Context: an optimization exercise on an open-source flow, tuned for small area. The choices shown serve that exercise and are no tape-out recipe.
In this exercise RTL edits were held to simulation tests only and were not proved equivalent to the original.
Power figures rest on the tool's default switching activity, not on a simulated workload.

lane 1:
// rv_core_top
module rv_core_top (
    input  logic                       clk,
    input  logic                       reset_i,
    input  logic                       imem_we_i,      
    input  logic [rv_pkg::IMEM_AW-1:0] imem_addr_i,    
    input  rv_pkg::word_t              imem_wdata_i,   
    input  logic                       run_i,          
    output logic                       wb_valid_o,     
    output rv_pkg::reg_addr_t          wb_rd_o,        
    output rv_pkg::word_t              wb_data_o,      
    output logic                       store_valid_o,  
    output rv_pkg::word_t              store_addr_o,   
    output rv_pkg::word_t              store_data_o    
);
==> module rv_core_top, before the edit <==
module rv_core_top (
    input  logic                       clk,
    input  logic                       reset_i,
    input  logic                       imem_we_i,      
    input  logic [rv_pkg::IMEM_AW-1:0] imem_addr_i,    
    input  rv_pkg::word_t              imem_wdata_i,   
    input  logic                       run_i,          
    output logic                       wb_valid_o,     
    output rv_pkg::reg_addr_t          wb_rd_o,        
    output rv_pkg::word_t              wb_data_o,      
    output logic                       store_valid_o,  
    output rv_pkg::word_t              store_addr_o,   
    output rv_pkg::word_t              store_data_o    
);
    localparam int XL = rv_pkg::XLEN;
    localparam int CW = rv_pkg::CODE_W;
    function automatic rv_pkg::code_t encode(input rv_pkg::word_t w);
        rv_pkg::code_t c;
        c = {rv_pkg::CL_OP, 7'b0, w[24:20], w[19:15], w[11:7]};
        case (w[6:0])
            rv_pkg::OPC_OP: begin
                case (w[14:12])
                    rv_pkg::F3_ADD_SUB: c[21:15] = {3'b000, 1'b1, 1'b0, 1'b0, w[30]};
                    rv_pkg::F3_XOR:     c[21:15] = {3'b000, 1'b1, 1'b0, 1'b1, 1'b0};
                    rv_pkg::F3_OR:      c[21:15] = {3'b000, 1'b1, 1'b1, 1'b1, 1'b0};
                    rv_pkg::F3_AND:     c[21:15] = {3'b000, 1'b1, 1'b1, 1'b0, 1'b0};
                    default:            c[21:15] = 7'b0;
                endcase
            end
            rv_pkg::OPC_OP_IMM: if (w[14:12] == rv_pkg::F3_ADD_SUB) c = {rv_pkg::CL_ADDI, w[31:25], w[24:20], w[19:15], w[11:7]};
            rv_pkg::OPC_LOAD:   if (w[14:12] == rv_pkg::F3_LW_SW)   c = {rv_pkg::CL_LW,   w[31:25], w[24:20], w[19:15], w[11:7]};
            rv_pkg::OPC_STORE:  if (w[14:12] == rv_pkg::F3_LW_SW)   c = {rv_pkg::CL_SW,   w[31:25], w[24:20], w[19:15], w[11:7]};
            default: ;
        endcase
        encode = c;
    endfunction
    logic [CW*64-1:0]           imem;      
    rv_pkg::code_t              wcode;
    logic [rv_pkg::IMEM_AW-1:0] pc_q;
    logic                       f_valid;
    rv_pkg::code_t              f_code;
    rv_pkg::code_t              imem_rd;
    logic [63:0]                pc_sel;
    assign wcode = encode(imem_wdata_i);
    always_ff @(posedge clk) begin
        for (int i = 0; i < 64; i++) begin
            if (imem_we_i && imem_addr_i == i[5:0]) imem[i*CW +: CW] <= wcode;
        end
    end
    always_ff @(posedge clk) begin
        if (reset_i) begin
            pc_q    <= '0;
            f_valid <= 1'b0;
        end else begin
            f_valid <= run_i;
            if (run_i) pc_q <= pc_q + 1'b1;  
        end
    end
    always_comb begin
        for (int i = 0; i < 64; i++) pc_sel[i] = (pc_q == i[5:0]);
    end
    onehot_mux #(.N(64), .W(CW)) u_imem_rd (.d(imem), .sel(pc_sel), .y(imem_rd));
    always_ff @(posedge clk) f_code <= imem_rd;
    logic              dec_valid;
    rv_pkg::code_t     dec_code;
    logic [XL*31-1:0]  regs;       
    rv_pkg::reg_addr_t rs1, rs2;
    logic [30:0]       rs1_sel, rs2_sel;
    rv_pkg::word_t     rs1v, rs2v;
    logic [1:0]        cls;
    logic [6:0]        hi;
    logic              is_op, is_addi, is_lw, is_sw;
    always_ff @(posedge clk) begin
        if (reset_i) dec_valid <= 1'b0;
        else         dec_valid <= f_valid;
    end
    always_ff @(posedge clk) dec_code <= f_code;
    assign cls     = dec_code[23:22];
    assign hi      = dec_code[21:15];
    assign is_op   = (cls == rv_pkg::CL_OP);
    assign is_addi = (cls == rv_pkg::CL_ADDI);
    assign is_lw   = (cls == rv_pkg::CL_LW);
    assign is_sw   = (cls == rv_pkg::CL_SW);
    assign rs1 = dec_code[9:5];
    assign rs2 = reset_i ? 5'd0 : dec_code[14:10];
    always_comb begin
        for (int i = 0; i < 31; i++) begin
            rs1_sel[i] = (rs1 == 5'(i + 1));
            rs2_sel[i] = (rs2 == 5'(i + 1));
        end
    end
    onehot_mux #(.N(31), .W(XL)) u_rs1_rd (.d(regs), .sel(rs1_sel), .y(rs1v));
    onehot_mux #(.N(31), .W(XL)) u_rs2_rd (.d(regs), .sel(rs2_sel), .y(rs2v));
    rv_pkg::word_t    imm, opb, sum, pv, gv, load_r, result;
    logic             s_sum, s_xor, s_and, s_lw;
    logic             retire, reg_write, store_now;
    logic [4:0]       dmem_idx;
    logic [31:0]      dmem_hit, dmem_rsel;
    logic [XL*32-1:0] dmem;        
    rv_pkg::word_t    res_q;       
    rv_pkg::word_t    sd_q;        
    assign imm = {{(XL-12){hi[6]}}, hi, (is_sw ? dec_code[4:0] : dec_code[14:10])};
    assign opb = is_op ? (rs2v ^ {XL{hi[0]}}) : imm;
    bk_adder u_add (
        .a   (rs1v),
        .b   (opb),
        .cin (is_op & hi[0]),
        .sum (sum),
        .p   (pv),
        .g   (gv)
    );
    assign s_xor = ~reset_i & is_op & hi[1];
    assign s_and = ~reset_i & is_op & hi[2];
    assign s_sum = ~reset_i & ~is_lw & ~(is_op & (hi[1] | hi[2]));
    assign s_lw  = ~reset_i & is_lw;
    idx_adder u_idx (.a(rs1v[6:0]), .b(imm[6:0]), .idx(dmem_idx));
    always_comb begin
        for (int i = 0; i < 32; i++) begin
            dmem_hit[i]  = (dmem_idx == i[4:0]);
            dmem_rsel[i] = dmem_hit[i] & s_lw;
        end
    end
    onehot_mux #(.N(32), .W(XL)) u_dmem_rd (.d(dmem), .sel(dmem_rsel), .y(load_r));
    assign result = (sum & {XL{s_sum}}) | (pv & {XL{s_xor}}) | (gv & {XL{s_and}}) | load_r;
    assign retire    = is_op ? hi[3] : ~is_sw;
    assign reg_write = dec_valid & retire;
    assign store_now = dec_valid & is_sw;
    always_ff @(posedge clk) begin
        for (int i = 0; i < 31; i++) begin
            if (reset_i | (reg_write & (dec_code[4:0] == 5'(i + 1))))
                regs[i*XL +: XL] <= result;
        end
    end
    always_ff @(posedge clk) begin
        for (int i = 0; i < 32; i++) begin
            if (reset_i | (store_now & dmem_hit[i]))
                dmem[i*XL +: XL] <= rs2v;
        end
    end
    always_ff @(posedge clk) begin
        if (reset_i) begin
            wb_valid_o    <= 1'b0;
            store_valid_o <= 1'b0;
        end else begin
            wb_valid_o    <= reg_write;  
            store_valid_o <= store_now;
        end
    end
    always_ff @(posedge clk) begin
        res_q <= result;    
        sd_q  <= is_sw ? rs2v : {{(XL-5){1'b0}}, dec_code[4:0]};
    end
    assign wb_data_o    = res_q;
    assign store_addr_o = res_q;
    assign store_data_o = sd_q;
    assign wb_rd_o      = sd_q[4:0];
endmodule
==> flow/config.mk <==
export PLATFORM = sky130hd
export DESIGN_NAME = rv_core_top
export DESIGN_NICKNAME = rv_core_top
export VERILOG_FILES = /design/flow/design.v
export SDC_FILE = /design/flow/constraint.sdc
export NUM_CORES = 4
export LEC_CHECK = 0
export CAP_MARGIN = 0
export CORE_MARGIN = 2
export CORE_UTILIZATION = 45
export SETUP_SLACK_MARGIN = 0.2
export SLEW_MARGIN = 0
export SYNTH_HIERARCHICAL = 1
==> flow/constraint.sdc <==
create_clock -name core_clock -period 8.0 [get_ports {clk}]
set_input_delay 1.6000 -clock core_clock [delete_from_list [all_inputs] [get_ports {clk}]]
set_output_delay 1.6000 -clock core_clock [all_outputs]
set_load 0.01 [all_outputs]
standard.sh (not shown) runs the stock make flow with config.mk's settings and CLKGATE_MAP_FILE= SYNTH_SCRIPT=/design/flow/synth_recipe.tcl, a recipe that flattens the netlist after the stock synthesis.
==> flow/flow/run.sh <==
#!/bin/bash
# The standard layout (standard.sh), with one change: clock-tree synthesis
# clusters the flip-flops into groups of at most 16 within 60 um, drives each
# group with a clkbuf_8, and adds no dummy loads. Everything else, including
# synthesis, floorplan, power grid, placement and routing, is the standard flow.
set -euo pipefail
export CTS_ARGS="-sink_clustering_enable -repair_clock_nets -buf_list sky130_fd_sc_hd__clkbuf_8 -sink_clustering_size 16 -sink_clustering_max_diameter 60 -dont_use_dummy_load"
bash standard.sh finish > flow.log 2>&1
What lane 2 does differently from lane 1 at the input level:
--- a/flow/design.v
+++ b/flow/design.v
@@ -281,7 +281,8 @@
     end
     always_ff @(posedge clk) begin
         res_q <= result;    
-        sd_q  <= is_sw ? rs2v : {{(XL-5){1'b0}}, dec_code[4:0]};
+        sd_q[XL-1:5] <= rs2v[XL-1:5];
+        sd_q[4:0]    <= is_sw ? rs2v[4:0] : dec_code[4:0];
     end
     assign wb_data_o    = res_q;
     assign store_addr_o = res_q;
Results
- Global-route wire length before repair (lane 2 vs. lane 1) decreases slightly
- Comparing lane 2 and lane 1, number of placed instances, taps included is higher on lane 1.
- On synthesized area per cell, lane 1 tracks lane 2 almost exactly.
- Relative to lane 1, the share of post-route cells with drive strength above 1 of lane 2 is lower by 0.63 points.
- Changes observed in lane 2 relative to lane 1: area overhead of the layout relative to synthesis closely matched the old numbers, share of power burned in combinational logic closely matched the old numbers, number of buffers outside the clock class in the layout decreased by about 9% relative to the old numbers, overall die width closely matched the old numbers, count of clock-buffer cells in the layout increased by 3 relative to the old numbers.
- | met3 capacity usage during global routing | lane 2 vs lane 1 | 0.59 points lower |
- Of the two candidates, lane 1 has the worse static leakage power and lane 2 the better one.
- Sort lane 2 and lane 1 by design area, ascending, and lane 2 comes first.

## separate check: timing with driven ports
No port has a modelled driver above. Below, the same layouts with a new extraction and two added sets of constraints. Step 1 sets driving cells, clkbuf_16 on the clock port and buf_2 on the other inputs (assumed; they add their load-dependent delay and slew). Step 2 adds t to the input delays and takes it off the output delays; t is the mean of the earliest and latest rising clock arrival at the registers after step 1. Input paths then give back, and output paths get back, about the clock's delay inside the block. Slacks: no drivers / after step 1 / after step 2; pairs: no drivers / after step 1.
| run | t (ns) | setup slack, ns | clock arrival spread, ns | slew at the worst register clock pin (ns) |
|---|---|---|---|---|
| lane 1 | 1.142 | 0.627 / 0.627 / -0.059 | 0.152 / 0.152 | 0.11 / 0.11 |
| lane 2 | 1.110 | 0.340 / 0.340 / -0.016 | 0.198 / 0.198 | 0.11 / 0.11 |
Met with ideal ports but missed after step 2: setup timing in lane 1 and lane 2. For lane 1, which loses most, drivers alone change the setup slack by 0.000 ns; drivers and shift together by -0.686 ns.
